Background: an optimization exercise with open tools, aiming at small area. Do not read the settings as production practice.
The RTL was checked by simulation tests, not by an equivalence proof against the original design.
Power and IR drop assume default switching activity.

==> design.v <==
`default_nettype none
package conv_pkg;
  localparam int pix_w = 8;                     
  localparam int out_delay = 23;                
  typedef logic [pix_w-1:0] pixel_t;            
  localparam logic [pix_w-1:0] pix_pol = 8'h83;
endpackage
`default_nettype wire
`default_nettype none
module row_skew_line #(
  parameter int depth = 23   
) (
  input  wire logic             clk,
  input  wire conv_pkg::pixel_t pix_in,
  output conv_pkg::pixel_t      pix_out
);
  conv_pkg::pixel_t shreg [depth];
  always_ff @(posedge clk) begin
    shreg[0] <= pix_in;
    for (int i = 1; i < depth; i++) begin
      shreg[i] <= shreg[i-1];
    end
  end
  assign pix_out = shreg[depth-1];
endmodule
`default_nettype wire
`default_nettype none
module mac_tap (
  input  wire logic clk,
  input  wire logic rst,
  output logic      valid
);
  logic [4:0] lfsr;
  logic       seen;
  always_ff @(posedge clk) begin
    if (rst) begin
      lfsr <= '0;
      seen <= 1'b0;
    end else begin
      lfsr <= {lfsr[3:0], ~(lfsr[4] ^ lfsr[2])};
      seen <= seen | (lfsr == 5'd26);
    end
  end
  assign valid = seen;
endmodule
`default_nettype wire
`default_nettype none
module fa_cell (
  input  wire logic a,
  input  wire logic b,
  input  wire logic ci,
  output logic      s,
  output logic      co
);
  assign s  = a ^ b ^ ci;
  assign co = (a & b) | (a & ci) | (b & ci);
endmodule
module ha_cell (
  input  wire logic a,
  input  wire logic b,
  output logic      s,
  output logic      co
);
  assign s  = a ^ b;
  assign co = a & b;
endmodule
`default_nettype wire
`default_nettype none
module mac_cascade (
  input  wire logic             clk,
  input  wire logic             rst,
  input  wire conv_pkg::pixel_t row0,
  input  wire conv_pkg::pixel_t row1,
  input  wire conv_pkg::pixel_t row2,
  input  wire conv_pkg::pixel_t row3,
  input  wire conv_pkg::pixel_t row4,
  output conv_pkg::pixel_t      pix_raw
);
  wire c2;
  wire c4;
  wire c7;
  wire c10;
  wire c13;
  wire c16;
  wire c18;
  wire c21;
  wire c23;
  wire c26;
  wire c30;
  wire c33;
  wire c35;
  wire c38;
  wire c40;
  wire c43;
  wire c45;
  wire c47;
  wire c49;
  wire c51;
  wire c53;
  wire c55;
  wire c57;
  wire c59;
  wire c61;
  wire c63;
  wire c65;
  wire c67;
  wire c71;
  wire c73;
  wire c75;
  wire c77;
  wire c79;
  wire c81;
  wire c83;
  wire c85;
  wire c87;
  wire c89;
  wire c91;
  wire c93;
  wire c95;
  wire c97;
  wire c99;
  wire c101;
  wire c103;
  wire c105;
  wire c118;
  wire c121;
  wire c124;
  wire c127;
  wire c130;
  wire c133;
  wire c135;
  wire c137;
  wire c139;
  wire c141;
  wire c144;
  wire c147;
  wire c150;
  wire c153;
  wire c156;
  wire c158;
  wire c161;
  wire c163;
  wire c165;
  wire c168;
  wire c170;
  wire c173;
  wire c175;
  wire c177;
  wire c180;
  wire c182;
  wire c184;
  wire c187;
  wire c189;
  wire c191;
  wire c193;
  wire c195;
  wire c197;
  wire c199;
  wire c203;
  wire c205;
  wire c207;
  wire c209;
  wire c211;
  wire c215;
  wire c217;
  wire c219;
  wire c221;
  wire c223;
  wire c225;
  wire c227;
  wire c229;
  wire c231;
  wire c233;
  wire c237;
  wire c239;
  wire c241;
  wire c243;
  wire c247;
  wire c250;
  wire c254;
  wire c258;
  wire c262;
  wire c265;
  wire c269;
  wire c271;
  wire c275;
  wire c277;
  wire c281;
  wire c283;
  wire c285;
  wire c288;
  wire c290;
  wire c292;
  wire c294;
  wire c300;
  wire c302;
  wire c304;
  wire c308;
  wire c312;
  wire c314;
  wire c316;
  wire c318;
  wire c323;
  wire c325;
  wire c328;
  wire c331;
  wire c334;
  wire g5;
  wire g8;
  wire g11;
  wire g14;
  wire g19;
  wire g24;
  wire g31;
  wire g36;
  wire g41;
  wire g106;
  wire g107;
  wire g108;
  wire g109;
  wire g110;
  wire g111;
  wire g112;
  wire g113;
  wire g114;
  wire g115;
  wire g116;
  wire g119;
  wire g122;
  wire g125;
  wire g128;
  wire g131;
  wire g142;
  wire g145;
  wire g148;
  wire g151;
  wire g154;
  wire g159;
  wire g166;
  wire g171;
  wire g178;
  wire g185;
  wire g244;
  wire g245;
  wire g248;
  wire g251;
  wire g252;
  wire g255;
  wire g256;
  wire g259;
  wire g260;
  wire g263;
  wire g266;
  wire g267;
  wire g272;
  wire g273;
  wire g278;
  wire g279;
  wire g286;
  wire g319;
  wire g320;
  wire g321;
  wire g326;
  wire g329;
  wire g332;
  wire g335;
  wire s1;
  wire s3;
  wire s6;
  wire s9;
  wire s12;
  wire s15;
  wire s17;
  wire s20;
  wire s22;
  wire s25;
  wire s29;
  wire s32;
  wire s34;
  wire s37;
  wire s39;
  wire s42;
  wire s44;
  wire s46;
  wire s48;
  wire s50;
  wire s52;
  wire s54;
  wire s56;
  wire s58;
  wire s60;
  wire s62;
  wire s64;
  wire s66;
  wire s70;
  wire s72;
  wire s74;
  wire s76;
  wire s78;
  wire s80;
  wire s82;
  wire s84;
  wire s86;
  wire s88;
  wire s90;
  wire s92;
  wire s94;
  wire s96;
  wire s98;
  wire s100;
  wire s102;
  wire s104;
  wire s117;
  wire s120;
  wire s123;
  wire s126;
  wire s129;
  wire s132;
  wire s134;
  wire s136;
  wire s138;
  wire s140;
  wire s143;
  wire s146;
  wire s149;
  wire s152;
  wire s155;
  wire s157;
  wire s160;
  wire s162;
  wire s164;
  wire s167;
  wire s169;
  wire s172;
  wire s174;
  wire s176;
  wire s179;
  wire s181;
  wire s183;
  wire s186;
  wire s188;
  wire s190;
  wire s192;
  wire s194;
  wire s196;
  wire s198;
  wire s202;
  wire s204;
  wire s206;
  wire s208;
  wire s210;
  wire s214;
  wire s216;
  wire s218;
  wire s220;
  wire s222;
  wire s224;
  wire s226;
  wire s228;
  wire s230;
  wire s232;
  wire s236;
  wire s238;
  wire s240;
  wire s242;
  wire s246;
  wire s249;
  wire s253;
  wire s257;
  wire s261;
  wire s264;
  wire s268;
  wire s270;
  wire s274;
  wire s276;
  wire s280;
  wire s282;
  wire s284;
  wire s287;
  wire s289;
  wire s291;
  wire s293;
  wire s299;
  wire s301;
  wire s303;
  wire s307;
  wire s311;
  wire s313;
  wire s315;
  wire s317;
  wire s322;
  wire s324;
  wire s327;
  wire s330;
  wire s333;
  logic ia_0_0;
  logic ia_1_0;
  logic ia_2_0;
  logic ia_3_0;
  logic ia_4_0;
  logic ia_5_0;
  logic ia_5_1;
  logic ia_6_0;
  logic ia_7_0;
  logic ia_8_0;
  logic ia_9_0;
  logic ip_0_0;
  logic ip_1_0;
  logic ip_2_0;
  logic ip_3_0;
  logic ip_4_0;
  logic ip_5_0;
  logic ip_6_0;
  logic ip_6_1;
  logic ip_7_0;
  logic ip_8_0;
  logic ip_9_0;
  logic i3_0_0;
  logic i3_1_0;
  logic i3_2_0;
  logic i3_3_0;
  logic i3_4_0;
  logic i3_5_0;
  logic i3_6_0;
  logic i3_7_0;
  logic i3_8_0;
  logic i3_9_0;
  logic i3_10_0;
  logic i3_11_0;
  logic z1_0_0;
  logic z1_1_0;
  logic z1_2_0;
  logic z1_3_0;
  logic z1_4_0;
  logic z1_5_0;
  logic z1_5_1;
  logic z1_6_0;
  logic z1_7_0;
  logic z1_8_0;
  logic z1_9_0;
  logic z1b_0_0;
  logic z1b_1_0;
  logic z1b_2_0;
  logic z1b_3_0;
  logic z1b_4_0;
  logic z1b_5_0;
  logic z1b_6_0;
  logic z1b_7_0;
  logic z1b_8_0;
  logic z1b_9_0;
  logic z1b_10_0;
  logic z1b_11_0;
  logic z1b_12_0;
  logic z1b_13_0;
  logic z1b_14_0;
  logic z3_0_0;
  logic z3_1_0;
  logic z3_2_0;
  logic z3_3_0;
  logic z3_4_0;
  logic z3_5_0;
  logic z3_6_0;
  logic z3_7_0;
  logic z3_8_0;
  logic z3_9_0;
  logic z3_10_0;
  logic z3_11_0;
  logic z3_11_1;
  logic z3_12_0;
  logic z3_13_0;
  logic z3_14_0;
  logic z3_14_1;
  logic z3_15_0;
  logic z4_0_0;
  logic z4_1_0;
  logic z4_2_0;
  logic z4_3_0;
  logic z4_4_0;
  logic z4_5_0;
  logic z4_6_0;
  logic z4_7_0;
  logic z4_8_0;
  logic z4_9_0;
  logic z4_10_0;
  logic z4_11_0;
  logic z4_11_1;
  logic z4_12_0;
  logic z4_13_0;
  logic z4_14_0;
  logic z4_15_0;
  logic r0_8_0;
  logic r0_9_0;
  logic r0_10_0;
  logic r0_10_1;
  logic r0_10_2;
  logic r0_11_0;
  logic r0_11_1;
  logic r0_12_0;
  logic r0_12_1;
  logic r0_13_0;
  logic r0_14_0;
  logic r0_15_0;
  logic r1_0_0;
  logic r1_1_0;
  logic r1_2_0;
  logic r1_3_0;
  logic r1_4_0;
  logic r1_5_0;
  logic r1_6_0;
  logic r1_7_0;
  logic rst_q, rst_qq;   
  wire  rst_g = rst_q | rst_qq;
  ha_cell u_s1 (.a(row0[0]), .b(row4[0]), .s(s1), .co(c2));
  fa_cell u_s3 (.a(row0[1]), .b(row4[1]), .ci(c2), .s(s3), .co(c4));
  assign g5 = ~s3;
  ha_cell u_s6 (.a(row2[0]), .b(g5), .s(s6), .co(c7));
  assign g8 = ~row2[1];
  fa_cell u_s9 (.a(row0[2]), .b(row4[2]), .ci(g8), .s(s9), .co(c10));
  assign g11 = ~c7;
  fa_cell u_s12 (.a(s9), .b(c4), .ci(g11), .s(s12), .co(c13));
  assign g14 = ~row2[2];
  fa_cell u_s15 (.a(row0[3]), .b(row4[3]), .ci(g14), .s(s15), .co(c16));
  fa_cell u_s17 (.a(c10), .b(s15), .ci(c13), .s(s17), .co(c18));
  assign g19 = ~row2[3];
  fa_cell u_s20 (.a(row0[4]), .b(row4[4]), .ci(g19), .s(s20), .co(c21));
  fa_cell u_s22 (.a(c16), .b(s20), .ci(c18), .s(s22), .co(c23));
  assign g24 = ~row2[4];
  fa_cell u_s25 (.a(row0[5]), .b(row4[5]), .ci(g24), .s(s25), .co(c26));
  ha_cell u_s29 (.a(c21), .b(s25), .s(s29), .co(c30));
  assign g31 = ~row2[5];
  fa_cell u_s32 (.a(row0[6]), .b(row4[6]), .ci(g31), .s(s32), .co(c33));
  fa_cell u_s34 (.a(c26), .b(s32), .ci(c30), .s(s34), .co(c35));
  assign g36 = ~row2[6];
  fa_cell u_s37 (.a(row0[7]), .b(row4[7]), .ci(g36), .s(s37), .co(c38));
  fa_cell u_s39 (.a(c33), .b(s37), .ci(c35), .s(s39), .co(c40));
  assign g41 = ~row2[7];
  fa_cell u_s42 (.a(g41), .b(c38), .ci(c40), .s(s42), .co(c43));
  ha_cell u_s44 (.a(row1[0]), .b(row3[0]), .s(s44), .co(c45));
  fa_cell u_s46 (.a(row2[0]), .b(row1[1]), .ci(row3[1]), .s(s46), .co(c47));
  ha_cell u_s48 (.a(c45), .b(s46), .s(s48), .co(c49));
  fa_cell u_s50 (.a(row2[1]), .b(row1[2]), .ci(row3[2]), .s(s50), .co(c51));
  fa_cell u_s52 (.a(c47), .b(s50), .ci(c49), .s(s52), .co(c53));
  fa_cell u_s54 (.a(row2[2]), .b(row1[3]), .ci(row3[3]), .s(s54), .co(c55));
  fa_cell u_s56 (.a(c51), .b(s54), .ci(c53), .s(s56), .co(c57));
  fa_cell u_s58 (.a(row2[3]), .b(row1[4]), .ci(row3[4]), .s(s58), .co(c59));
  fa_cell u_s60 (.a(c55), .b(s58), .ci(c57), .s(s60), .co(c61));
  fa_cell u_s62 (.a(row2[4]), .b(row1[5]), .ci(row3[5]), .s(s62), .co(c63));
  fa_cell u_s64 (.a(c59), .b(s62), .ci(c61), .s(s64), .co(c65));
  fa_cell u_s66 (.a(row2[5]), .b(row1[6]), .ci(row3[6]), .s(s66), .co(c67));
  ha_cell u_s70 (.a(c63), .b(s66), .s(s70), .co(c71));
  fa_cell u_s72 (.a(row2[6]), .b(row1[7]), .ci(row3[7]), .s(s72), .co(c73));
  fa_cell u_s74 (.a(c67), .b(s72), .ci(c71), .s(s74), .co(c75));
  fa_cell u_s76 (.a(row2[7]), .b(c73), .ci(c75), .s(s76), .co(c77));
  ha_cell u_s78 (.a(ip_1_0), .b(ip_0_0), .s(s78), .co(c79));
  fa_cell u_s80 (.a(ip_2_0), .b(ip_1_0), .ci(c79), .s(s80), .co(c81));
  fa_cell u_s82 (.a(ip_3_0), .b(ip_2_0), .ci(c81), .s(s82), .co(c83));
  fa_cell u_s84 (.a(ip_4_0), .b(ip_3_0), .ci(c83), .s(s84), .co(c85));
  fa_cell u_s86 (.a(ip_5_0), .b(ip_4_0), .ci(c85), .s(s86), .co(c87));
  fa_cell u_s88 (.a(ip_6_0), .b(ip_6_1), .ci(ip_5_0), .s(s88), .co(c89));
  ha_cell u_s90 (.a(s88), .b(c87), .s(s90), .co(c91));
  fa_cell u_s92 (.a(ip_7_0), .b(ip_6_0), .ci(ip_6_1), .s(s92), .co(c93));
  fa_cell u_s94 (.a(c89), .b(s92), .ci(c91), .s(s94), .co(c95));
  fa_cell u_s96 (.a(ip_8_0), .b(ip_7_0), .ci(c93), .s(s96), .co(c97));
  ha_cell u_s98 (.a(s96), .b(c95), .s(s98), .co(c99));
  fa_cell u_s100 (.a(ip_9_0), .b(ip_8_0), .ci(c97), .s(s100), .co(c101));
  ha_cell u_s102 (.a(s100), .b(c99), .s(s102), .co(c103));
  fa_cell u_s104 (.a(ip_9_0), .b(c101), .ci(c103), .s(s104), .co(c105));
  assign g106 = ~rst_g & z1_0_0;
  assign g107 = rst_g | z1_1_0;
  assign g108 = ~rst_g & z1_2_0;
  assign g109 = ~rst_g & z1_3_0;
  assign g110 = ~rst_g & z1_4_0;
  assign g111 = rst_g | z1_5_0;
  assign g112 = rst_g | z1_5_1;
  assign g113 = rst_g | z1_6_0;
  assign g114 = rst_g | z1_7_0;
  assign g115 = rst_g | z1_8_0;
  assign g116 = ~rst_g & z1_9_0;
  ha_cell u_s117 (.a(g111), .b(g112), .s(s117), .co(c118));
  assign g119 = ~row2[0];
  fa_cell u_s120 (.a(g113), .b(c118), .ci(g119), .s(s120), .co(c121));
  assign g122 = ~row2[1];
  fa_cell u_s123 (.a(g114), .b(g122), .ci(c121), .s(s123), .co(c124));
  assign g125 = ~row2[2];
  fa_cell u_s126 (.a(g115), .b(g125), .ci(c124), .s(s126), .co(c127));
  assign g128 = ~row2[3];
  fa_cell u_s129 (.a(g116), .b(g128), .ci(c127), .s(s129), .co(c130));
  assign g131 = ~c130;
  ha_cell u_s132 (.a(row2[4]), .b(g131), .s(s132), .co(c133));
  ha_cell u_s134 (.a(row2[5]), .b(c133), .s(s134), .co(c135));
  ha_cell u_s136 (.a(row2[6]), .b(c135), .s(s136), .co(c137));
  ha_cell u_s138 (.a(row2[7]), .b(c137), .s(s138), .co(c139));
  ha_cell u_s140 (.a(z1b_1_0), .b(ia_0_0), .s(s140), .co(c141));
  assign g142 = ~i3_0_0;
  fa_cell u_s143 (.a(z1b_2_0), .b(ia_1_0), .ci(g142), .s(s143), .co(c144));
  assign g145 = ~s143;
  ha_cell u_s146 (.a(c141), .b(g145), .s(s146), .co(c147));
  assign g148 = ~z1b_3_0;
  fa_cell u_s149 (.a(i3_1_0), .b(ia_2_0), .ci(g148), .s(s149), .co(c150));
  assign g151 = ~c144;
  fa_cell u_s152 (.a(g151), .b(s149), .ci(c147), .s(s152), .co(c153));
  assign g154 = ~z1b_4_0;
  fa_cell u_s155 (.a(i3_2_0), .b(ia_3_0), .ci(g154), .s(s155), .co(c156));
  fa_cell u_s157 (.a(c150), .b(s155), .ci(c153), .s(s157), .co(c158));
  assign g159 = ~z1b_5_0;
  fa_cell u_s160 (.a(i3_3_0), .b(ia_4_0), .ci(g159), .s(s160), .co(c161));
  fa_cell u_s162 (.a(c156), .b(s160), .ci(c158), .s(s162), .co(c163));
  fa_cell u_s164 (.a(i3_4_0), .b(ia_5_0), .ci(ia_5_1), .s(s164), .co(c165));
  assign g166 = ~z1b_6_0;
  fa_cell u_s167 (.a(g166), .b(c161), .ci(s164), .s(s167), .co(c168));
  ha_cell u_s169 (.a(s167), .b(c163), .s(s169), .co(c170));
  assign g171 = ~z1b_7_0;
  fa_cell u_s172 (.a(i3_5_0), .b(ia_6_0), .ci(g171), .s(s172), .co(c173));
  fa_cell u_s174 (.a(c165), .b(s172), .ci(c168), .s(s174), .co(c175));
  ha_cell u_s176 (.a(s174), .b(c170), .s(s176), .co(c177));
  assign g178 = ~z1b_8_0;
  fa_cell u_s179 (.a(i3_6_0), .b(ia_7_0), .ci(g178), .s(s179), .co(c180));
  fa_cell u_s181 (.a(c173), .b(s179), .ci(c175), .s(s181), .co(c182));
  ha_cell u_s183 (.a(s181), .b(c177), .s(s183), .co(c184));
  assign g185 = ~z1b_9_0;
  fa_cell u_s186 (.a(i3_7_0), .b(ia_8_0), .ci(g185), .s(s186), .co(c187));
  fa_cell u_s188 (.a(c180), .b(s186), .ci(c182), .s(s188), .co(c189));
  ha_cell u_s190 (.a(s188), .b(c184), .s(s190), .co(c191));
  fa_cell u_s192 (.a(z1b_10_0), .b(i3_8_0), .ci(ia_9_0), .s(s192), .co(c193));
  fa_cell u_s194 (.a(c187), .b(s192), .ci(c189), .s(s194), .co(c195));
  ha_cell u_s196 (.a(s194), .b(c191), .s(s196), .co(c197));
  fa_cell u_s198 (.a(z1b_11_0), .b(i3_9_0), .ci(c193), .s(s198), .co(c199));
  ha_cell u_s202 (.a(s198), .b(c195), .s(s202), .co(c203));
  fa_cell u_s204 (.a(z1b_12_0), .b(i3_10_0), .ci(c199), .s(s204), .co(c205));
  ha_cell u_s206 (.a(s204), .b(c203), .s(s206), .co(c207));
  fa_cell u_s208 (.a(z1b_13_0), .b(i3_11_0), .ci(c205), .s(s208), .co(c209));
  ha_cell u_s210 (.a(s208), .b(c207), .s(s210), .co(c211));
  ha_cell u_s214 (.a(z1b_14_0), .b(c209), .s(s214), .co(c215));
  ha_cell u_s216 (.a(z3_3_0), .b(i3_0_0), .s(s216), .co(c217));
  fa_cell u_s218 (.a(z3_4_0), .b(i3_1_0), .ci(c217), .s(s218), .co(c219));
  fa_cell u_s220 (.a(z3_5_0), .b(i3_2_0), .ci(c219), .s(s220), .co(c221));
  fa_cell u_s222 (.a(z3_6_0), .b(i3_3_0), .ci(c221), .s(s222), .co(c223));
  fa_cell u_s224 (.a(z3_7_0), .b(i3_4_0), .ci(c223), .s(s224), .co(c225));
  fa_cell u_s226 (.a(z3_8_0), .b(i3_5_0), .ci(c225), .s(s226), .co(c227));
  fa_cell u_s228 (.a(z3_9_0), .b(i3_6_0), .ci(c227), .s(s228), .co(c229));
  fa_cell u_s230 (.a(z3_10_0), .b(i3_7_0), .ci(c229), .s(s230), .co(c231));
  fa_cell u_s232 (.a(z3_11_0), .b(z3_11_1), .ci(i3_8_0), .s(s232), .co(c233));
  fa_cell u_s236 (.a(z3_12_0), .b(i3_9_0), .ci(c233), .s(s236), .co(c237));
  fa_cell u_s238 (.a(z3_13_0), .b(i3_10_0), .ci(c237), .s(s238), .co(c239));
  fa_cell u_s240 (.a(z3_14_0), .b(z3_14_1), .ci(i3_11_0), .s(s240), .co(c241));
  ha_cell u_s242 (.a(s240), .b(c239), .s(s242), .co(c243));
  assign g244 = z3_15_0 ^ c241 ^ c243;
  assign g245 = ~z4_0_0 & ~ia_0_0;
  fa_cell u_s246 (.a(z4_1_0), .b(ia_1_0), .ci(g245), .s(s246), .co(c247));
  assign g248 = ~ia_2_0;
  fa_cell u_s249 (.a(z4_2_0), .b(i3_0_0), .ci(g248), .s(s249), .co(c250));
  assign g251 = (s249 & c247) | (s249 & s246) | (c247 & s246);
  assign g252 = ~ia_3_0;
  fa_cell u_s253 (.a(z4_3_0), .b(i3_1_0), .ci(g252), .s(s253), .co(c254));
  assign g255 = (c250 & s253) | (c250 & g251) | (s253 & g251);
  assign g256 = ~ia_4_0;
  fa_cell u_s257 (.a(z4_4_0), .b(i3_2_0), .ci(g256), .s(s257), .co(c258));
  assign g259 = (c254 & s257) | (c254 & g255) | (s257 & g255);
  assign g260 = ~ia_5_0;
  fa_cell u_s261 (.a(z4_5_0), .b(i3_3_0), .ci(g260), .s(s261), .co(c262));
  assign g263 = ~ia_5_1;
  fa_cell u_s264 (.a(g263), .b(c258), .ci(s261), .s(s264), .co(c265));
  assign g266 = s264 | g259;
  assign g267 = ~ia_6_0;
  fa_cell u_s268 (.a(z4_6_0), .b(i3_4_0), .ci(g267), .s(s268), .co(c269));
  fa_cell u_s270 (.a(c262), .b(s268), .ci(c265), .s(s270), .co(c271));
  assign g272 = s270 & g266;
  assign g273 = ~ia_7_0;
  fa_cell u_s274 (.a(z4_7_0), .b(i3_5_0), .ci(g273), .s(s274), .co(c275));
  fa_cell u_s276 (.a(c269), .b(s274), .ci(c271), .s(s276), .co(c277));
  assign g278 = s276 | g272;
  assign g279 = ~ia_8_0;
  fa_cell u_s280 (.a(z4_8_0), .b(i3_6_0), .ci(g279), .s(s280), .co(c281));
  fa_cell u_s282 (.a(c275), .b(s280), .ci(c277), .s(s282), .co(c283));
  ha_cell u_s284 (.a(s282), .b(g278), .s(s284), .co(c285));
  assign g286 = ~ia_9_0;
  fa_cell u_s287 (.a(z4_9_0), .b(i3_7_0), .ci(g286), .s(s287), .co(c288));
  fa_cell u_s289 (.a(c281), .b(s287), .ci(c283), .s(s289), .co(c290));
  fa_cell u_s291 (.a(s289), .b(c285), .ci(s284), .s(s291), .co(c292));
  fa_cell u_s293 (.a(z4_10_0), .b(i3_8_0), .ci(c288), .s(s293), .co(c294));
  ha_cell u_s299 (.a(s293), .b(c290), .s(s299), .co(c300));
  fa_cell u_s301 (.a(z4_11_0), .b(z4_11_1), .ci(i3_9_0), .s(s301), .co(c302));
  fa_cell u_s303 (.a(s301), .b(c294), .ci(c300), .s(s303), .co(c304));
  fa_cell u_s307 (.a(z4_12_0), .b(i3_10_0), .ci(c302), .s(s307), .co(c308));
  fa_cell u_s311 (.a(z4_13_0), .b(i3_11_0), .ci(c308), .s(s311), .co(c312));
  ha_cell u_s313 (.a(s307), .b(s311), .s(s313), .co(c314));
  fa_cell u_s315 (.a(z4_14_0), .b(c312), .ci(c314), .s(s315), .co(c316));
  ha_cell u_s317 (.a(s313), .b(s315), .s(s317), .co(c318));
  assign g319 = z4_15_0 ^ c316 ^ c318;
  assign g320 = g319 ^ s317;
  assign g321 = ~r0_10_0;
  fa_cell u_s322 (.a(r0_10_1), .b(r0_10_2), .ci(g321), .s(s322), .co(c323));
  fa_cell u_s324 (.a(r0_11_0), .b(r0_11_1), .ci(c323), .s(s324), .co(c325));
  assign g326 = ~r0_12_0;
  fa_cell u_s327 (.a(r0_12_1), .b(g326), .ci(c325), .s(s327), .co(c328));
  assign g329 = ~r0_13_0;
  ha_cell u_s330 (.a(g329), .b(c328), .s(s330), .co(c331));
  assign g332 = ~r0_14_0;
  ha_cell u_s333 (.a(g332), .b(c331), .s(s333), .co(c334));
  assign g335 = r0_15_0 ^ c334;
  always_ff @(posedge clk) begin
    ia_0_0 <= s1;
    ia_1_0 <= s6;
    ia_2_0 <= s12;
    ia_3_0 <= s17;
    ia_4_0 <= s22;
    ia_5_0 <= s29;
    ia_5_1 <= c23;
    ia_6_0 <= s34;
    ia_7_0 <= s39;
    ia_8_0 <= s42;
    ia_9_0 <= c43;
    i3_0_0 <= ip_0_0;
    i3_1_0 <= s78;
    i3_2_0 <= s80;
    i3_3_0 <= s82;
    i3_4_0 <= s84;
    i3_5_0 <= s86;
    i3_6_0 <= s90;
    i3_7_0 <= s94;
    i3_8_0 <= s98;
    i3_9_0 <= s102;
    i3_10_0 <= s104;
    i3_11_0 <= c105;
    z1_0_0 <= ia_0_0;
    z1_1_0 <= ia_1_0;
    z1_2_0 <= ia_2_0;
    z1_3_0 <= ia_3_0;
    z1_4_0 <= ia_4_0;
    z1_5_0 <= ia_5_0;
    z1_5_1 <= ia_5_1;
    z1_6_0 <= ia_6_0;
    z1_7_0 <= ia_7_0;
    z1_8_0 <= ia_8_0;
    z1_9_0 <= ia_9_0;
    z1b_0_0 <= g106;
    z1b_1_0 <= g107;
    z1b_2_0 <= g108;
    z1b_3_0 <= g109;
    z1b_4_0 <= g110;
    z1b_5_0 <= s117;
    z1b_6_0 <= s120;
    z1b_7_0 <= s123;
    z1b_8_0 <= s126;
    z1b_9_0 <= s129;
    z1b_10_0 <= s132;
    z1b_11_0 <= s134;
    z1b_12_0 <= s136;
    z1b_13_0 <= s138;
    z1b_14_0 <= c139;
    r0_8_0 <= s284;
    r0_9_0 <= s291;
    r0_10_0 <= s299;
    r0_10_1 <= s291;
    r0_10_2 <= c292;
    r0_11_0 <= s299;
    r0_11_1 <= s303;
    r0_12_0 <= s307;
    r0_12_1 <= c304;
    r0_13_0 <= s313;
    r0_14_0 <= s317;
    r0_15_0 <= g320;
    r1_0_0 <= r0_8_0;
    r1_1_0 <= r0_9_0;
    r1_2_0 <= s322;
    r1_3_0 <= s324;
    r1_4_0 <= s327;
    r1_5_0 <= s330;
    r1_6_0 <= s333;
    r1_7_0 <= g335;
  end
  always_ff @(posedge clk) begin
    rst_q  <= rst;
    rst_qq <= rst_q;
  end
  always_ff @(posedge clk) begin
    if (rst) begin
      ip_0_0 <= 1'b0;
      ip_1_0 <= 1'b0;
      ip_2_0 <= 1'b0;
      ip_3_0 <= 1'b0;
      ip_4_0 <= 1'b0;
      ip_5_0 <= 1'b0;
      ip_6_0 <= 1'b0;
      ip_6_1 <= 1'b0;
      ip_7_0 <= 1'b0;
      ip_8_0 <= 1'b0;
      ip_9_0 <= 1'b0;
    end else begin
      ip_0_0 <= s44;
      ip_1_0 <= s48;
      ip_2_0 <= s52;
      ip_3_0 <= s56;
      ip_4_0 <= s60;
      ip_5_0 <= s64;
      ip_6_0 <= s70;
      ip_6_1 <= c65;
      ip_7_0 <= s74;
      ip_8_0 <= s76;
      ip_9_0 <= c77;
    end
  end
  always_ff @(posedge clk) begin
    if (rst_q) begin
      z3_0_0 <= 1'b0;
      z3_1_0 <= 1'b1;
      z3_2_0 <= 1'b1;
      z3_3_0 <= 1'b1;
      z3_4_0 <= 1'b1;
      z3_5_0 <= 1'b1;
      z3_6_0 <= 1'b0;
      z3_7_0 <= 1'b0;
      z3_8_0 <= 1'b0;
      z3_9_0 <= 1'b1;
      z3_10_0 <= 1'b1;
      z3_11_0 <= 1'b0;
      z3_11_1 <= 1'b0;
      z3_12_0 <= 1'b0;
      z3_13_0 <= 1'b0;
      z3_14_0 <= 1'b0;
      z3_14_1 <= 1'b0;
      z3_15_0 <= 1'b0;
      z4_0_0 <= 1'b0;
      z4_1_0 <= 1'b1;
      z4_2_0 <= 1'b1;
      z4_3_0 <= 1'b1;
      z4_4_0 <= 1'b1;
      z4_5_0 <= 1'b1;
      z4_6_0 <= 1'b0;
      z4_7_0 <= 1'b0;
      z4_8_0 <= 1'b0;
      z4_9_0 <= 1'b1;
      z4_10_0 <= 1'b1;
      z4_11_0 <= 1'b0;
      z4_11_1 <= 1'b0;
      z4_12_0 <= 1'b0;
      z4_13_0 <= 1'b0;
      z4_14_0 <= 1'b0;
      z4_15_0 <= 1'b0;
    end else begin
      z3_0_0 <= z1b_0_0;
      z3_1_0 <= s140;
      z3_2_0 <= s146;
      z3_3_0 <= s152;
      z3_4_0 <= s157;
      z3_5_0 <= s162;
      z3_6_0 <= s169;
      z3_7_0 <= s176;
      z3_8_0 <= s183;
      z3_9_0 <= s190;
      z3_10_0 <= s196;
      z3_11_0 <= s202;
      z3_11_1 <= c197;
      z3_12_0 <= s206;
      z3_13_0 <= s210;
      z3_14_0 <= s214;
      z3_14_1 <= c211;
      z3_15_0 <= c215;
      z4_0_0 <= z3_0_0;
      z4_1_0 <= z3_1_0;
      z4_2_0 <= z3_2_0;
      z4_3_0 <= s216;
      z4_4_0 <= s218;
      z4_5_0 <= s220;
      z4_6_0 <= s222;
      z4_7_0 <= s224;
      z4_8_0 <= s226;
      z4_9_0 <= s228;
      z4_10_0 <= s230;
      z4_11_0 <= s232;
      z4_11_1 <= c231;
      z4_12_0 <= s236;
      z4_13_0 <= s238;
      z4_14_0 <= s242;
      z4_15_0 <= g244;
    end
  end
  assign pix_raw = {r1_7_0, r1_6_0, r1_5_0, r1_4_0, r1_3_0, r1_2_0, r1_1_0, r1_0_0};
endmodule
`default_nettype wire
`default_nettype none
module conv5x5_top (
  input  wire logic             clk,
  input  wire logic             rst,
  input  wire conv_pkg::pixel_t row0,      
  input  wire conv_pkg::pixel_t row1,
  input  wire conv_pkg::pixel_t row2,
  input  wire conv_pkg::pixel_t row3,
  input  wire conv_pkg::pixel_t row4,      
  output conv_pkg::pixel_t      pix_out    
);
  conv_pkg::pixel_t pix_raw, pix_del;
  logic valid;
  mac_cascade u_cascade (
    .clk (clk), .rst (rst),
    .row0 (row0), .row1 (row1), .row2 (row2), .row3 (row3), .row4 (row4),
    .pix_raw (pix_raw)
  );
  row_skew_line #(
    .depth (conv_pkg::out_delay - 2)
  ) u_delay (
    .clk     (clk),
    .pix_in  (pix_raw),
    .pix_out (pix_del)
  );
  mac_tap u_blank (
    .clk   (clk),
    .rst   (rst),
    .valid (valid)
  );
  assign pix_out = valid ? (pix_del ^ conv_pkg::pix_pol) : '0;
endmodule
`default_nettype wire
==> flow/run.sh <==
#!/bin/bash
export BUFFER_PORTS_ARGS="-buffer_cell sky130_fd_sc_hd__buf_1"
export CTS_ARGS="-sink_clustering_enable -repair_clock_nets -dont_use_dummy_load -sink_clustering_size 12 -sink_clustering_max_diameter 60 -buf_list sky130_fd_sc_hd__clkbuf_4"
bash standard.sh > standard.log 2>&1
==> standard.sh <==
#!/bin/bash
# synth_recipe.tcl (not shown) runs the flow's synth.tcl, then flattens the netlist and writes it again
# the make line also repeats each setting of config.mk as NAME=value (left out here)
make -C /OpenROAD-flow-scripts/flow DESIGN_CONFIG=/design/flow/config.mk WORK_HOME=/design/flow/orfs CLKGATE_MAP_FILE= SYNTH_SCRIPT=/design/flow/synth_recipe.tcl "${@:-finish}"
==> config.mk <==
export PLATFORM = sky130hd
export DESIGN_NAME = conv5x5_top
export DESIGN_NICKNAME = conv5x5_top
export VERILOG_FILES = /design/flow/design.v
export SDC_FILE = /design/flow/constraint.sdc
export NUM_CORES = 4
export LEC_CHECK = 0
export CAP_MARGIN = 20
export CORE_MARGIN = 2
export CORE_UTILIZATION = 40
export SLEW_MARGIN = 20
export SYNTH_HIERARCHICAL = 1
==> constraint.sdc <==
create_clock -name core_clock -period 4.0 [get_ports {clk}]
set_input_delay 0.8000 -clock core_clock [delete_from_list [all_inputs] [get_ports {clk}]]
set_output_delay 0.8000 -clock core_clock [all_outputs]
set_load 0.01 [all_outputs]
==> results of run 1 <==
-- how the worst max path moves through the flow --
stage,to,slack (ps)
detailed placement,u_cascade.z4_10_0,240
global route,u_cascade.z3_10_0,170
floorplan,u_cascade.z4_10_0,430
finish,u_cascade.z4_10_0,280
CTS,u_cascade.z4_10_0,220
global placement,u_cascade.z3_10_0,320
-- Yosys stat by module (local to each module, per instance), a selection --
module / flops+latches / times used
mac_tap: 6 / 1
fa_cell: 0 / 95
ha_cell: 0 / 34
mac_cascade: 115 / 1
conv5x5_top: 0 / 1
-- final cells by class --
type	count	area [µm²]
fill	1938	12230
tap	280	350.3
timing repair buffer	52	206.4
antenna	2	5.005
multi-input combinational	216	2898
clock buffer	28	210.2
inverter	36	135.1
sequential	289	5786
-- cell usage in the layout (no fill, tap or decap), types with 2 or more instances in the layout --
master,n
nor2b_1,32
xnor2_1,3
xor2_1,4
fa_1,95
and2b_2,3
and2_1,10
or2_2,14
diode_2,2
or3_1,6
clkbuf_4,28
a21oi_1,2
nor2_1,5
buf_1,49
buf_4,3
inv_1,36
dfxtp_1,289
ha_1,34
-- logic make-up (layout without fill, tap and decap cells) --
logic type / Yosys count / in the layout / synth area share
AOI/OAI and AO/OA: 6 / 6 / 0.004636
xor gates and xnor gates: 7 / 7 / 0.006883
adders and majority gates: 130 / 130 / 0.2624
buffers and inverters: 49 / 116 / 0.02514
DFF: 289 / 289 / 0.6495
other: 0 / 2 / 0
and+or+nand+nor: 73 / 73 / 0.05141
-- through the flow --
| step | power [mW] | setup WS (ps) |
|---|---|---|
| finish | 7.949 | 281.7 |
| global route | 8.759 | 168.8 |
| CTS | 8.155 | 215.1 |
| detailed placement | 7.007 | 240.8 |
| global placement | 6.850 | 319.2 |
| floorplan | 6.350 | 430.1 |
-- report_power, final --
part           total (mW)  internal, mW  switching [mW]
Combinational        2.19          1.16            1.03
Sequential           4.66          4.22           0.438
Clock                1.10         0.322           0.780
-- critical path: stages (launching register included) --
cell and delay [ps]:
dfxtp_1 360, ha_1 200, fa_1 390, fa_1 400, fa_1 400, fa_1 390, fa_1 390, fa_1 390
fa_1 440, or2_2 270
-- metal layers --
metal | share of wire | up-vias | GRT usage
met3 | 0.041 | 29 | 0.02353
met1 | 0.45 | 1830 | 0.1201
li1 | - | 1816 | -
met5 | 0 | - | 0
met4 | 0.034 | 0 | 0.03660
met2 | 0.48 | 63 | 0.1539
==> reports/results.tsv, run 1 <==
stage	metric	value	unit
detailed_routing	Antenna Violating Nets Remaining	0	
clocking	Clock transition at path regs	120	ps
clocking	CTS tree	built	
clocking	Clock Latency Late Sink	650	ps
flow_run	max_cap viols	0	
logic_synthesis	Synth top area share	0.6495	
logic_synthesis	Primary FF master, synth	dfxtp_1	
setup_path	reg2reg setup slack	280	ps
grt	initial antenna violation count	1	
timing	Final period util	0.9296	
timing	final hold violation count	0	
logic_synthesis	Syn Nets	725	
setup_path	RR Endpoint	u_cascade.z4_10_0	
timing	Final min period	3718	ps
logic_synthesis	Post-Syn Instances	554	
place	Cells after DPL	873	
grt	largest net degree at the start of global routing	32	
logic_synthesis	syn avg cell area	16.08	µm²
logic_synthesis	largest cells by area after synthesis	dfxtp_1 65%, fa_1 21%, ha_1 4.8%	
cells_and_area	Layout Nets	794	
hold_path	hold path startpoint	u_delay.shreg[3][2]	
clocking	H-tree depth	1	
clocking	Post-CTS Setup Inserts	0	
floorplanning	Initial Util	0.4082	
timing	Final setup violation count	0	
setup_path	Setup crit start kind	flip-flop	
cells_and_area	design area	9590	µm²
cells_and_area	area delta synth->final	7.670	%
setup_path	Setup crit end kind	flip-flop	
logic_synthesis	number of synthesized flops with an enable pin	0	
setup_path	Worst EP arrival	4250	ps
place	Placer Congestion	0.7447	
floorplanning	die area	23480	µm²
detailed_routing	Initial DRC Count	74	
logic_synthesis	FF+latch count, synth	289	
outcome	status	timing/DRC/antenna clean	
grt	vias in the first global route	4010	
timing	worst hold margin	314.0	ps
timing	Clock Skew	62.97	ps
clocking	Clock Tree Buf Depth	3	
setup_path	crit path from	u_cascade.i3_0_0	
detailed_routing	DRC	0	
detailed_routing	first drt pass iteration count	4	
logic_synthesis	Cell Area, Synth	8907	µm²
floorplanning	die width	153.2	µm
hold_path	Hold Path Class	reg2reg	
floorplanning	row cnt	54	
grt	total congestion overflow	0	
setup_path	reg-to-reg critical path startpoint	u_cascade.i3_0_0	
grt	global-route wire length before repair	18080	µm
detailed_routing	average vias per placed instance	4.140	
cells_and_area	Final Non-Filler Cells	903	
clocking	root buffer cell	clkbuf_4	
clocking	post-cts gate resize count	0	
cells_and_area	layout cells sized above 1	0.07890	
detailed_routing	WL/cell	11.68	µm
setup_path	Worst Path Required	4530	ps
power	PwrDens	828.8	nW/µm²
setup_path	CP Max Fanout	3	
place	number of port buffers	49	
clocking	hold_buf cts	0	
timing	Fmax	268.9	MHz
logic_synthesis	sequential fraction of the synthesis area	0.6495	
place	placed inst area	9375	µm²
cells_and_area	max reg flops	168	
detailed_routing	Post-Route WL	10550	µm
logic_synthesis	post-synth top area cell	dfxtp_1	
cells_and_area	biggest regs	u_delay.shreg: 168 flops, u_blank.lfsr: 5 flops	
clocking	Num Clock Sinks	289	
floorplanning	IO Pins	50	
detailed_routing	Vias	3738	
grt	GRT Resource Usage Total	0.09386	
timing	setup TNS	0	ps
cells_and_area	final core occ	0.4395	
logic_synthesis	synth unique cells	25	
hold_path	Worst Hold Path EP	u_delay.shreg[4][2]	
floorplanning	Die H	153.2	µm
logic_synthesis	FFs w/ async S/R, synth	0	
clocking	TritonCTS Buffers	28	
timing	final slew viol count	0	
place	Final HPWL DP	7950	µm
power	VDD IR max	0.2821	mV
logic_synthesis	yosys warns	10	
cells_and_area	Top reg by flops	u_delay.shreg	
timing	unrepaired setup endpoints after global routing	false	
logic_synthesis	synth cell count leaders	289 x dfxtp_1, 95 x fa_1, 36 x inv_1	
floorplanning	Core Box Area	21820	µm²
setup_path	Crit Path Class	reg2reg	
hold_path	WHS Path Cells	0	
timing	Worst-Margin Slew	878.6	ps
setup_path	Reg2Reg Depth	9	
timing	relative slew slack	0.4143	
power	static leakage	4.065	nW
logic_synthesis	top-count cell post-synth	dfxtp_1	
==> run 2, diff against run 1 <==
==> flow/run.sh (replaced) <==
#!/bin/bash
export BUFFER_PORTS_ARGS="-buffer_cell sky130_fd_sc_hd__buf_1"
export CTS_ARGS="-sink_clustering_enable -repair_clock_nets -dont_use_dummy_load -sink_clustering_size 10 -sink_clustering_max_diameter 50 -buf_list sky130_fd_sc_hd__clkbuf_4"
bash standard.sh > standard.log 2>&1
==> reports/results.tsv, run 2 <==
stage	metric	value	unit	change
timing	Final min period	3745	ps	+26.36 ps
place	number of port buffers	49		unchanged
grt	initial antenna violation count	1		unchanged
grt	vias in the first global route	4089		+2.0%
logic_synthesis	Primary FF master, synth	dfxtp_1		
logic_synthesis	FFs w/ async S/R, synth	0		unchanged
timing	Final period util	0.9362		+0.006591
logic_synthesis	Cell Area, Synth	8907	µm²	unchanged
timing	setup TNS	0	ps	unchanged
floorplanning	Core Box Area	21820	µm²	unchanged
setup_path	CP endpoint	u_cascade.z3_13_0		
logic_synthesis	Syn Nets	725		unchanged
logic_synthesis	Synth top area share	0.6495		unchanged
clocking	CTS tree	built		
power	PwrDens	835.7	nW/µm²	+0.83%
detailed_routing	average vias per placed instance	4.160		+0.48%
flow_run	max_cap viols	0		unchanged
place	Placer Congestion	0.7447		unchanged
setup_path	max incr delay on CP	470	ps	+30 ps
floorplanning	row cnt	54		unchanged
timing	unrepaired setup endpoints after global routing	false		
cells_and_area	Top reg by flops	u_delay.shreg		
logic_synthesis	number of synthesized flops with an enable pin	0		unchanged
cells_and_area	area delta synth->final	8.232	%	
timing	final slew viol count	0		unchanged
logic_synthesis	post-synth top area cell	dfxtp_1		
cells_and_area	Final Non-Filler Cells	909		+0.66%
cells_and_area	layout cells sized above 1	0.08917		+0.01027
setup_path	CP bufs+invs	0		unchanged
logic_synthesis	Post-Syn Instances	554		unchanged
clocking	post-cts gate resize count	0		unchanged
place	dpl ws	240.8	ps	unchanged
detailed_routing	Initial DRC Count	83		+12%
logic_synthesis	sequential fraction of the synthesis area	0.6495		unchanged
timing	min setup slack post-route	255.4	ps	-26.36 ps
clocking	Clock Latency Late Sink	610	ps	-40 ps
detailed_routing	Antenna Violating Nets Remaining	0		unchanged
logic_synthesis	yosys warns	10		unchanged
setup_path	Reg2Reg Depth	10		+1
timing	relative slew slack	0.4297		+0.01537
place	Cells after DPL	873		unchanged
hold_path	Hold Path Class	reg2reg		
clocking	TritonCTS Buffers	35		+25%
setup_path	Crit Path Class	reg2reg		
setup_path	Worst EP arrival	4180	ps	-70 ps
logic_synthesis	synth cell count leaders	289 x dfxtp_1, 95 x fa_1, 36 x inv_1		
logic_synthesis	synth unique cells	25		unchanged
timing	Clock Skew	77.52	ps	+14.55 ps
detailed_routing	DRC	0		unchanged
outcome	status	timing/DRC/antenna clean		
cells_and_area	most common cell after layout, fill and taps aside	dfxtp_1		
setup_path	worst path cell trace	fa_1, fa_1, fa_1, fa_1, fa_1, fa_1, ha_1, ha_1, ha_1, nor2b_1		
power	Clock Power Share	0.150		+0.011
floorplanning	die width	153.2	µm	unchanged
logic_synthesis	FF+latch count, synth	289		unchanged
cells_and_area	final core occ	0.4418		+0.002294
cells_and_area	Layout Nets	801		+0.88%
grt	global-route wire length before repair	18320	µm	+1.3%
setup_path	reg-to-reg critical path startpoint	u_cascade.i3_3_0		
clocking	hold_buf cts	0		unchanged
logic_synthesis	top-count cell post-synth	dfxtp_1		
setup_path	Worst Path Required	4430	ps	-100 ps
timing	Worst-Margin Slew	855.5	ps	-23.05 ps
cells_and_area	max reg flops	168		unchanged
power	VDD IR max	0.2616	mV	-7.3%
clocking	Num Clock Sinks	289		unchanged
detailed_routing	first drt pass iteration count	4		unchanged
clocking	root buffer cell	clkbuf_4		
timing	final hold violation count	0		unchanged
setup_path	crit path from	u_cascade.i3_3_0		
setup_path	reg2reg setup slack	260	ps	-30 ps
power	Internal Power	5.788	mW	+1.5%
place	Final HPWL DP	7950	µm	unchanged
logic_synthesis	largest cells by area after synthesis	dfxtp_1 65%, fa_1 21%, ha_1 4.8%		
power	Switching Share	0.2816		-0.001115
power	logic gate share of total power	0.271		-0.004
floorplanning	die area	23480	µm²	unchanged
setup_path	Setup crit start kind	flip-flop		
clocking	Clock transition at path regs	110	ps	about the same
grt	total congestion overflow	0		unchanged
cells_and_area	biggest regs	u_delay.shreg: 168 flops, u_blank.lfsr: 5 flops		
detailed_routing	Post-Route WL	10630	µm	+0.81%
power	Sequential Power Share	0.579		-0.007
setup_path	slowest CP cell	fa_1		
floorplanning	IO Pins	50		unchanged
setup_path	Setup crit end kind	flip-flop		
setup_path	CP Max Fanout	3		unchanged
clocking	Clock Tree Buf Depth	3		unchanged
detailed_routing	WL/cell	11.70	µm	+0.14%
detailed_routing	Vias	3781		+1.2%
setup_path	most frequent CP cell	fa_1		
clocking	H-tree depth	2		+1
power	switching power	2.269	mW	+0.96%
floorplanning	Die H	153.2	µm	unchanged
floorplanning	Initial Util	0.4082		unchanged
cells_and_area	Layout fillers	1949		+0.57%
power	static leakage	4.097	nW	+0.79%
cells_and_area	leading cell types in the layout, fill and taps excluded	289 x dfxtp_1, 95 x fa_1, 49 x buf_1		
logic_synthesis	syn avg cell area	16.08	µm²	unchanged
setup_path	RR Endpoint	u_cascade.z3_13_0		
setup_path	CP top delay family	adder cells		
grt	largest net degree at the start of global routing	32		unchanged
grt	GRT Resource Usage Total	0.09649		+0.002631
timing	Fmax	267.0	MHz	-0.70%
clocking	Post-CTS Setup Inserts	0		unchanged
setup_path	cell depth of the worst setup path	10		+1
timing	Final setup violation count	0		unchanged
## run 2: cell types whose count changed in the layout (fill, tap and decap cells not counted), sizes merged
cell,delta
clkbuf,+7
diode,-1
## run 2: metrics by stage
| step | cell area [µm²] | hold WS [ps] | power (mW) |
|---|---|---|---|
| floorplan | 8907 | 309.6 | 6.350 |
| global placement | 9375 | 309.9 | 6.850 |
| detailed placement | 9375 | 312.1 | 7.007 |
| CTS | 9638 | 289.8 | 8.272 |
| global route | 9641 | 299.7 | 8.891 |
| finish | 9641 | 286.4 | 8.056 |
## run 2: layout make-up
type                       count  area (µm²)  area share
clock buffer                  35       262.8     0.02726
inverter                      36       135.1     0.01402
tap                          280       350.3     0.03634
timing repair buffer          52       206.4     0.02141
antenna                        1       2.502   0.0002596
sequential                   289        5786      0.6001
multi-input combinational    216        2898      0.3006
## run 2: per-module statistics from Yosys (local to each module, per instance), excerpt
module / flip-flops and latches / cell area, µm²
conv5x5_top: 0 / 57.56
fa_cell: 0 / 20.02
ha_cell: 0 / 12.51
mac_cascade: 115 / 2975
mac_tap: 6 / 183.9
## run 2: how the worst min path moves through the flow
stage	from	to	slack [ps]	depth (start not counted)
3_3_place_gp	u_delay.shreg[10][2]	u_delay.shreg[11][2]	310	0
4_1_cts	u_delay.shreg[3][4]	u_delay.shreg[4][4]	290	0
3_5_place_dp	u_delay.shreg[13][2]	u_delay.shreg[14][2]	310	0
2_1_floorplan	u_cascade.r0_8_0	u_cascade.r1_0_0	310	0
5_1_grt	u_cascade.ia_5_0	u_cascade.z1_5_0	300	0
6_report	u_delay.shreg[3][4]	u_delay.shreg[4][4]	290	0
## run 2: cell families (layout without fill, tap and decap cells)
group,after synthesis,in the layout,synth area share
flops,289,289,0.6495
fa+ha+maj,130,130,0.2624
simple gates,73,73,0.05141
buf+inv,49,123,0.02514
xor+xnor,7,7,0.006883
compound gates,6,6,0.004636
other cells,0,1,0
## run 2: power groups by stage
| stage | Combinational (mW) | Clock, mW | Sequential (mW) |
|---|---|---|---|
| finish | 2.19 | 1.21 | 4.66 |
| global route | 2.67 | 1.40 | 4.82 |
| CTS | 2.28 | 1.29 | 4.71 |
| detailed placement | 2.24 | 0 | 4.77 |
| global placement | 2.14 | 0 | 4.71 |
| floorplan | 1.74 | 0 | 4.61 |
## run 2: worst register-to-register path, stage by stage (launching register included)
cell and delay, ps:
dfxtp_1 380, fa_1 470, fa_1 420, fa_1 390, fa_1 390, fa_1 380, fa_1 380, ha_1 200
ha_1 180, ha_1 260, nor2b_1 120
## run 2: metal layers
layer  wire, µm  track usage  vias to the layer above  part of all wire
met2       5027       0.1543                       75              0.47
met5          0            0                        -                 0
met1       4742       0.1197                     1844              0.45
met4        340      0.04806                        0             0.032
met3        521      0.02835                       30             0.049
li1           -            -                     1832                 -
==> run 3, diff against run 2 <==
==> flow/run.sh (replaced) <==
#!/bin/bash
export BUFFER_PORTS_ARGS="-buffer_cell sky130_fd_sc_hd__buf_1"
export CTS_ARGS="-sink_clustering_enable -repair_clock_nets -dont_use_dummy_load -sink_clustering_size 16 -sink_clustering_max_diameter 70 -buf_list sky130_fd_sc_hd__clkbuf_8"
bash standard.sh > standard.log 2>&1
==> reports/results.tsv, run 3 <==
stage	metric	value	unit	change
outcome	status	timing/DRC/antenna clean		
clocking	hold_buf cts	0		unchanged
cells_and_area	biggest regs	u_delay.shreg: 168 flops, u_blank.lfsr: 5 flops		
setup_path	Setup crit end kind	flip-flop		
logic_synthesis	sequential fraction of the synthesis area	0.6495		unchanged
logic_synthesis	top-count cell post-synth	dfxtp_1		
cells_and_area	layout cells sized above 1	0.06992		-0.01925
setup_path	CP endpoint	u_cascade.z4_10_0		
timing	final slew viol count	0		unchanged
place	Placer Congestion	0.7447		unchanged
power	Design Power	8.142	mW	+1.1%
logic_synthesis	FF+latch count, synth	289		unchanged
cells_and_area	Layout Nets	788		-1.6%
hold_path	WHS Path Cells	0		unchanged
cells_and_area	design area	9678	µm²	+0.39%
logic_synthesis	Post-Syn Instances	554		unchanged
logic_synthesis	Syn Nets	725		unchanged
power	VDD IR max	0.2724	mV	+4.1%
place	number of port buffers	49		unchanged
cells_and_area	area delta synth->final	8.653	%	
logic_synthesis	yosys warns	10		unchanged
setup_path	reg-to-reg critical path startpoint	u_cascade.i3_0_0		
cells_and_area	max reg flops	168		unchanged
floorplanning	IO Pins	50		unchanged
timing	Fmax	268.6	MHz	+0.59%
detailed_routing	Post-Route WL	10500	µm	-1.3%
clocking	root buffer cell	clkbuf_8		
place	dpl ws	240.8	ps	unchanged
timing	min setup slack post-route	277.2	ps	+21.83 ps
detailed_routing	first drt pass iteration count	3		-1
clocking	Clock transition at path regs	100	ps	about the same
place	Final HPWL DP	7950	µm	unchanged
cells_and_area	diode count	0		-1
detailed_routing	Initial DRC Count	117		+41%
place	Cells after DPL	873		unchanged
setup_path	Worst EP arrival	4140	ps	-40 ps
setup_path	Worst Path Required	4410	ps	-20 ps
setup_path	Reg2Reg Depth	9		-1
timing	Final min period	3723	ps	-21.83 ps
floorplanning	Die H	153.2	µm	unchanged
timing	worst hold margin	317.9	ps	+31.48 ps
clocking	CTS tree	built		
hold_path	Hold Path Class	reg2reg		
floorplanning	row cnt	54		unchanged
setup_path	Setup crit start kind	flip-flop		
clocking	post-cts gate resize count	0		unchanged
setup_path	max incr delay on CP	440	ps	-30 ps
detailed_routing	Vias	3700		-2.1%
logic_synthesis	number of synthesized flops with an enable pin	0		unchanged
cells_and_area	most common cell after layout, fill and taps aside	dfxtp_1		
cells_and_area	Top reg by flops	u_delay.shreg		
cells_and_area	leading cell types in the layout, fill and taps excluded	289 x dfxtp_1, 95 x fa_1, 49 x buf_1		
floorplanning	die width	153.2	µm	unchanged
logic_synthesis	FFs w/ async S/R, synth	0		unchanged
timing	final hold violation count	0		unchanged
grt	initial antenna violation count	0		-1
detailed_routing	WL/cell	11.73	µm	+0.28%
logic_synthesis	synth cell count leaders	289 x dfxtp_1, 95 x fa_1, 36 x inv_1		
clocking	H-tree depth	1		-1
logic_synthesis	post-synth top area cell	dfxtp_1		
power	static leakage	4.094	nW	about the same
logic_synthesis	largest cells by area after synthesis	dfxtp_1 65%, fa_1 21%, ha_1 4.8%		
detailed_routing	Antenna Violating Nets Remaining	0		unchanged
logic_synthesis	syn avg cell area	16.08	µm²	unchanged
setup_path	RR Endpoint	u_cascade.z4_10_0		
cells_and_area	Final Non-Filler Cells	895		-1.5%
place	placed inst area	9375	µm²	unchanged
timing	Clock Skew	37.36	ps	-40.16 ps
timing	setup TNS	0	ps	unchanged
setup_path	reg2reg setup slack	280	ps	+20 ps
clocking	Clock Latency Late Sink	520	ps	-90 ps
setup_path	CP Max Fanout	3		unchanged
setup_path	most frequent CP cell	fa_1		
grt	total congestion overflow	0		unchanged
floorplanning	Initial Util	0.4082		unchanged
setup_path	Crit Path Class	reg2reg		
grt	largest net degree at the start of global routing	32		unchanged
grt	vias in the first global route	3936		-3.7%
clocking	Num Clock Sinks	289		unchanged
logic_synthesis	synth unique cells	25		unchanged
grt	GRT Resource Usage Total	0.09361		-0.002881
floorplanning	Core Box Area	21820	µm²	unchanged
setup_path	worst path cell trace	ha_1, fa_1, fa_1, fa_1, fa_1, fa_1, fa_1, fa_1, or2_2		
detailed_routing	DRC	0		unchanged
setup_path	crit path from	u_cascade.i3_0_0		
timing	relative slew slack	0.4265		-0.003200
logic_synthesis	Synth top area share	0.6495		unchanged
timing	Final setup violation count	0		unchanged
floorplanning	die area	23480	µm²	unchanged
grt	global-route wire length before repair	18020	µm	-1.6%
cells_and_area	final core occ	0.4435		+0.001720
power	PwrDens	841.3	nW/µm²	+0.67%
detailed_routing	average vias per placed instance	4.134		-0.61%
clocking	Clock Tree Buf Depth	3		unchanged
flow_run	max_cap viols	0		unchanged
clocking	TritonCTS Buffers	22		-37%
timing	Worst-Margin Slew	860.3	ps	+4.800 ps
logic_synthesis	Primary FF master, synth	dfxtp_1		
setup_path	slowest CP cell	fa_1		
timing	Final period util	0.9307		-0.005458
timing	unrepaired setup endpoints after global routing	false		
clocking	Post-CTS Setup Inserts	0		unchanged
logic_synthesis	Cell Area, Synth	8907	µm²	unchanged
-- run 3: cell counts after synthesis --
No cell type changed its count.
-- run 3: worst min-delay path by stage --
| stage | from | to | slack, ps |
|---|---|---|---|
| 3_3_place_gp | u_delay.shreg[10][2] | u_delay.shreg[11][2] | 310 |
| 5_1_grt | u_cascade.r1_1_0 | u_delay.shreg[0][1] | 320 |
| 3_5_place_dp | u_delay.shreg[13][2] | u_delay.shreg[14][2] | 310 |
| 4_1_cts | u_delay.shreg[4][6] | u_delay.shreg[5][6] | 320 |
| 2_1_floorplan | u_cascade.r0_8_0 | u_cascade.r1_0_0 | 310 |
| 6_report | u_delay.shreg[4][6] | u_delay.shreg[5][6] | 320 |
-- run 3: kinds of logic (layout without fill, tap and decap cells) --
| kind of cell | Yosys count | after routing | share of synthesized area |
|---|---|---|---|
| AO/OA/AOI/OAI | 6 | 6 | 0.004636 |
| flip-flops | 289 | 289 | 0.6495 |
| AND/OR/NAND/NOR | 73 | 73 | 0.05141 |
| adder cells (fa/ha/maj) | 130 | 130 | 0.2624 |
| buffers and inverters | 49 | 110 | 0.02514 |
| XOR/XNOR | 7 | 7 | 0.006883 |
-- run 3: where the power goes --
| group | switching [mW] | total, mW | internal (mW) |
|---|---|---|---|
| Combinational | 1.03 | 2.19 | 1.16 |
| Sequential | 0.437 | 4.66 | 4.23 |
| Clock | 0.796 | 1.29 | 0.494 |
| Total | 2.26 | 8.14 | 5.88 |
-- run 3: cell type report --
cell class	instances	area [µm²]
Inverter	36	135.1
Sequential cell	289	5786
Fill cell	1936	12150
Clock buffer	22	302.8
Multi-Input combinational cell	216	2898
Tap cell	280	350.3
Timing Repair Buffer	52	206.4
-- run 3: routing by layer --
metal  vias up  share of wire  GRT usage
li1       1791              -          -
met1      1824           0.45     0.1223
met2        60           0.47     0.1522
met3        25          0.040    0.02325
met4         0          0.032    0.03351
met5         -              0          0
-- run 3: per-module statistics from Yosys (local to each module, per instance), excerpt --
module	cells inside	cell area (µm²)	copies in the design
ha_cell	1	12.51	34
fa_cell	1	20.02	95
mac_tap	16	183.9	1
mac_cascade	233	2975	1
conv5x5_top	8	57.56	1
-- run 3: worst max-delay path, delay by kind of cell, from the launching register on --
| family | cells | cell delay, ps |
|---|---|---|
| fa+ha+maj | 8 | 2990 |
| flops | 1 | 350 |
| simple gates | 1 | 280 |
==> run 4, diff against run 3 <==
==> flow/run.sh (replaced) <==
#!/bin/bash
export BUFFER_PORTS_ARGS="-buffer_cell sky130_fd_sc_hd__buf_1"
export CTS_ARGS="-sink_clustering_enable -repair_clock_nets -dont_use_dummy_load -sink_clustering_size 12 -sink_clustering_max_diameter 50 -buf_list sky130_fd_sc_hd__clkbuf_4"
bash standard.sh > standard.log 2>&1
--- a/config.mk
+++ b/config.mk
@@ -8,5 +8,5 @@
 export CAP_MARGIN = 20
 export CORE_MARGIN = 2
-export CORE_UTILIZATION = 40
+export CORE_UTILIZATION = 65
 export SLEW_MARGIN = 20
 export SYNTH_HIERARCHICAL = 1
==> reports/results.tsv, run 4 <==
stage	metric	value	unit	change
timing	Clock Skew	55.37	ps	+18.02 ps
timing	Final min period	3731	ps	+8.356 ps
cells_and_area	layout cells sized above 1	0.07890		+0.008986
timing	Fmax	268.0	MHz	-0.22%
cells_and_area	design area	9465	µm²	-2.2%
floorplanning	die width	121.1	µm	-21%
power	VDD IR max	0.7073	mV	+160%
clocking	Clock transition at path regs	120	ps	+20 ps
power	PwrDens	840.9	nW/µm²	about the same
clocking	H-tree depth	1		unchanged
setup_path	Worst EP arrival	4230	ps	+90 ps
hold_path	Hold Path Class	reg2reg		
setup_path	CP top delay family	adder cells		
setup_path	crit path from	u_cascade.i3_0_0		
hold_path	hold path startpoint	u_delay.shreg[2][6]		
clocking	post-cts gate resize count	0		unchanged
place	number of port buffers	49		unchanged
logic_synthesis	post-synth top area cell	dfxtp_1		
detailed_routing	average vias per placed instance	4.599		+11%
grt	GRT Resource Usage Total	0.1558		+0.06221
detailed_routing	DRC	0		unchanged
timing	Final period util	0.9328		+0.002089
detailed_routing	Post-Route WL	10380	µm	-1.1%
detailed_routing	first drt pass iteration count	2		-1
clocking	Num Clock Sinks	289		unchanged
cells_and_area	most common cell after layout, fill and taps aside	dfxtp_1		
timing	worst hold margin	270.1	ps	-47.78 ps
power	static leakage	4.065	nW	-0.72%
floorplanning	Die H	121.1	µm	-21%
detailed_routing	DR top layer	met4		
setup_path	most frequent CP cell	ha_1		
logic_synthesis	syn avg cell area	16.08	µm²	unchanged
logic_synthesis	Synth top area share	0.6495		unchanged
detailed_routing	Initial DRC Count	125		+6.8%
logic_synthesis	Post-Syn Instances	554		unchanged
cells_and_area	biggest regs	u_delay.shreg: 168 flops, u_blank.lfsr: 5 flops		
logic_synthesis	top-count cell post-synth	dfxtp_1		
setup_path	CP bufs+invs	2		+2
detailed_routing	Antenna Violating Nets Remaining	0		unchanged
place	placed inst area	9245	µm²	-1.4%
floorplanning	die area	14660	µm²	-38%
clocking	TritonCTS Buffers	28		+27%
detailed_routing	WL/cell	12.96	µm	+10%
place	Cells after DPL	769		-12%
clocking	Clock Tree Buf Depth	3		unchanged
setup_path	worst path cell trace	inv_1, fa_1, inv_1, ha_1, fa_1, fa_1, fa_1, ha_1, ha_1, ha_1, ha_1, ha_1, or2_2		
detailed_routing	Vias	3684		-0.43%
setup_path	Crit Path Class	reg2reg		
cells_and_area	area delta synth->final	6.265	%	
setup_path	CP Max Fanout	3		unchanged
timing	final hold violation count	0		unchanged
timing	final slew viol count	0		unchanged
timing	unrepaired setup endpoints after global routing	false		
logic_synthesis	FF+latch count, synth	289		unchanged
detailed_routing	met2 WL	5358	µm	+7.8%
setup_path	Setup crit end kind	flip-flop		
setup_path	Setup crit start kind	flip-flop		
clocking	root buffer cell	clkbuf_4		
cells_and_area	final core occ	0.7119		+0.2685
logic_synthesis	Syn Nets	725		unchanged
logic_synthesis	Primary FF master, synth	dfxtp_1		
clocking	hold_buf cts	0		unchanged
flow_run	max_cap viols	0		unchanged
setup_path	reg2reg setup slack	270	ps	about the same
clocking	Post-CTS Setup Inserts	0		unchanged
cells_and_area	Top reg by flops	u_delay.shreg		
grt	global-route wire length before repair	18080	µm	+0.34%
cells_and_area	leading cell types in the layout, fill and taps excluded	289 x dfxtp_1, 95 x fa_1, 49 x buf_1		
timing	min setup slack post-route	268.8	ps	-8.356 ps
power	Design Power	7.959	mW	-2.2%
grt	vias in the first global route	3972		+0.91%
grt	initial antenna violation count	1		+1
logic_synthesis	sequential fraction of the synthesis area	0.6495		unchanged
grt	total congestion overflow	0		unchanged
logic_synthesis	largest cells by area after synthesis	dfxtp_1 65%, fa_1 21%, ha_1 4.8%		
timing	relative slew slack	0.7708		+0.3444
floorplanning	IO Pins	50		unchanged
timing	setup TNS	0	ps	unchanged
floorplanning	Initial Util	0.6700		+0.2618
floorplanning	Core Box Area	13300	µm²	-39%
place	Final HPWL DP	7790	µm	-2.0%
logic_synthesis	Cell Area, Synth	8907	µm²	unchanged
detailed_routing	metal3 WL	349	µm	-17%
logic_synthesis	synth cell count leaders	289 x dfxtp_1, 95 x fa_1, 36 x inv_1		
clocking	CTS tree	built		
grt	largest net degree at the start of global routing	31		-3.1%
floorplanning	row cnt	42		-22%
place	dpl ws	267.6	ps	+26.79 ps
setup_path	max incr delay on CP	470	ps	+30 ps
clocking	Clock Latency Late Sink	610	ps	+90 ps
timing	Worst-Margin Slew	342.5	ps	-517.8 ps
setup_path	slowest CP cell	fa_1		
setup_path	reg-to-reg critical path startpoint	u_cascade.i3_0_0		
cells_and_area	max reg flops	168		unchanged
place	Placer Congestion	0.7529		+1.1%
cells_and_area	Final Non-Filler Cells	801		-11%
timing	Final setup violation count	0		unchanged
outcome	status	timing/DRC/antenna clean		
logic_synthesis	yosys warns	10		unchanged
logic_synthesis	number of synthesized flops with an enable pin	0		unchanged
logic_synthesis	synth unique cells	25		unchanged
setup_path	Worst Path Required	4500	ps	+90 ps
logic_synthesis	FFs w/ async S/R, synth	0		unchanged
detailed_routing	Met1 Wirelength	4445	µm	-6.8%
cells_and_area	Layout Nets	794		+0.76%
==> run 4: cell counts after synthesis <==
Identical to the previous run, type by type.
==> run 4: final cells by class <==
cell class,instances,area [µm²]
antenna,4,10.01
clock buffer,28,210.2
fill,924,3830
inverter,36,135.1
multi-input combinational,216,2898
sequential,289,5786
tap,176,220.2
timing repair buffer,52,206.4
==> run 4: worst reg2reg max path, stage by stage (launching register included) <==
cell and delay, ps:
dfxtp_1 400, inv_1 70, fa_1 470, inv_1 40, ha_1 180, fa_1 380
fa_1 390, fa_1 380, ha_1 200, ha_1 190, ha_1 190, ha_1 190
ha_1 260, or2_2 260
==> run 4: kinds of logic (layout without fill, tap and decap cells) <==
logic type,after synthesis,after routing,share of synthesized area
flops,289,289,0.6495
other cells,0,4,0
xor+xnor,7,7,0.006883
fa+ha+maj,130,130,0.2624
buf+inv,49,116,0.02514
simple gates,73,73,0.05141
compound gates,6,6,0.004636
==> run 4: path summary, 6_finish.rpt <==
check                                           end  depth (start not counted)
worst min register to register  u_delay.shreg[3][6]                          0
worst max register to register    u_cascade.z3_10_0                         13
worst min-delay path            u_delay.shreg[3][6]                          0
worst max-delay path              u_cascade.z3_10_0                         13
==> run 4: routing by layer <==
layer  vias up  track usage
li1       1818            -
met1      1793       0.2014
met2        50       0.2630
met3        23      0.03430
met4         0      0.05087
met5         -            0
==> run 4: Yosys stat by module, one instance, submodules excluded, excerpt <==
module       flops+latches  area [µm²]  times used  cells inside
ha_cell                  0       12.51          34             1
mac_cascade            115        2975           1           233
conv5x5_top              0       57.56           1             8
mac_tap                  6       183.9           1            16
fa_cell                  0       20.02          95             1
==> run 4: report_power, final <==
part	switching [mW]	internal, mW	leakage (nW)	total, mW
clock network	0.777	0.323	0.129	1.10
registers	0.446	4.22	2.43	4.67
logic	1.04	1.15	1.51	2.19

## port drivers added, routing unchanged
No port has a modelled driver above. Below, the same layouts with a new extraction and two added sets of constraints. Step 1 assumes that a clkbuf_16 drives the clock port and a buf_2 every other input. Step 2 also shifts input and output timing later by t, the mid clock arrival at the registers, as if the neighbouring blocks saw the same clock. Three values: ideal ports, drivers, drivers and shift; two values: the first two.
| run | t, ns | slack for setup (ns) | hold WS [ns] |
|---|---|---|---|
| run 1 | 0.659 | 0.282 / 0.282 / 0.282 | 0.314 / 0.314 / 0.314 |
| run 2 | 0.615 | 0.255 / 0.255 / 0.255 | 0.286 / 0.286 / 0.286 |
| run 3 | 0.539 | 0.277 / 0.277 / 0.277 | 0.318 / 0.318 / 0.318 |
| run 4 | 0.637 | 0.269 / 0.269 / 0.269 | 0.270 / 0.270 / 0.270 |
After both steps setup and hold are still met in every run listed.
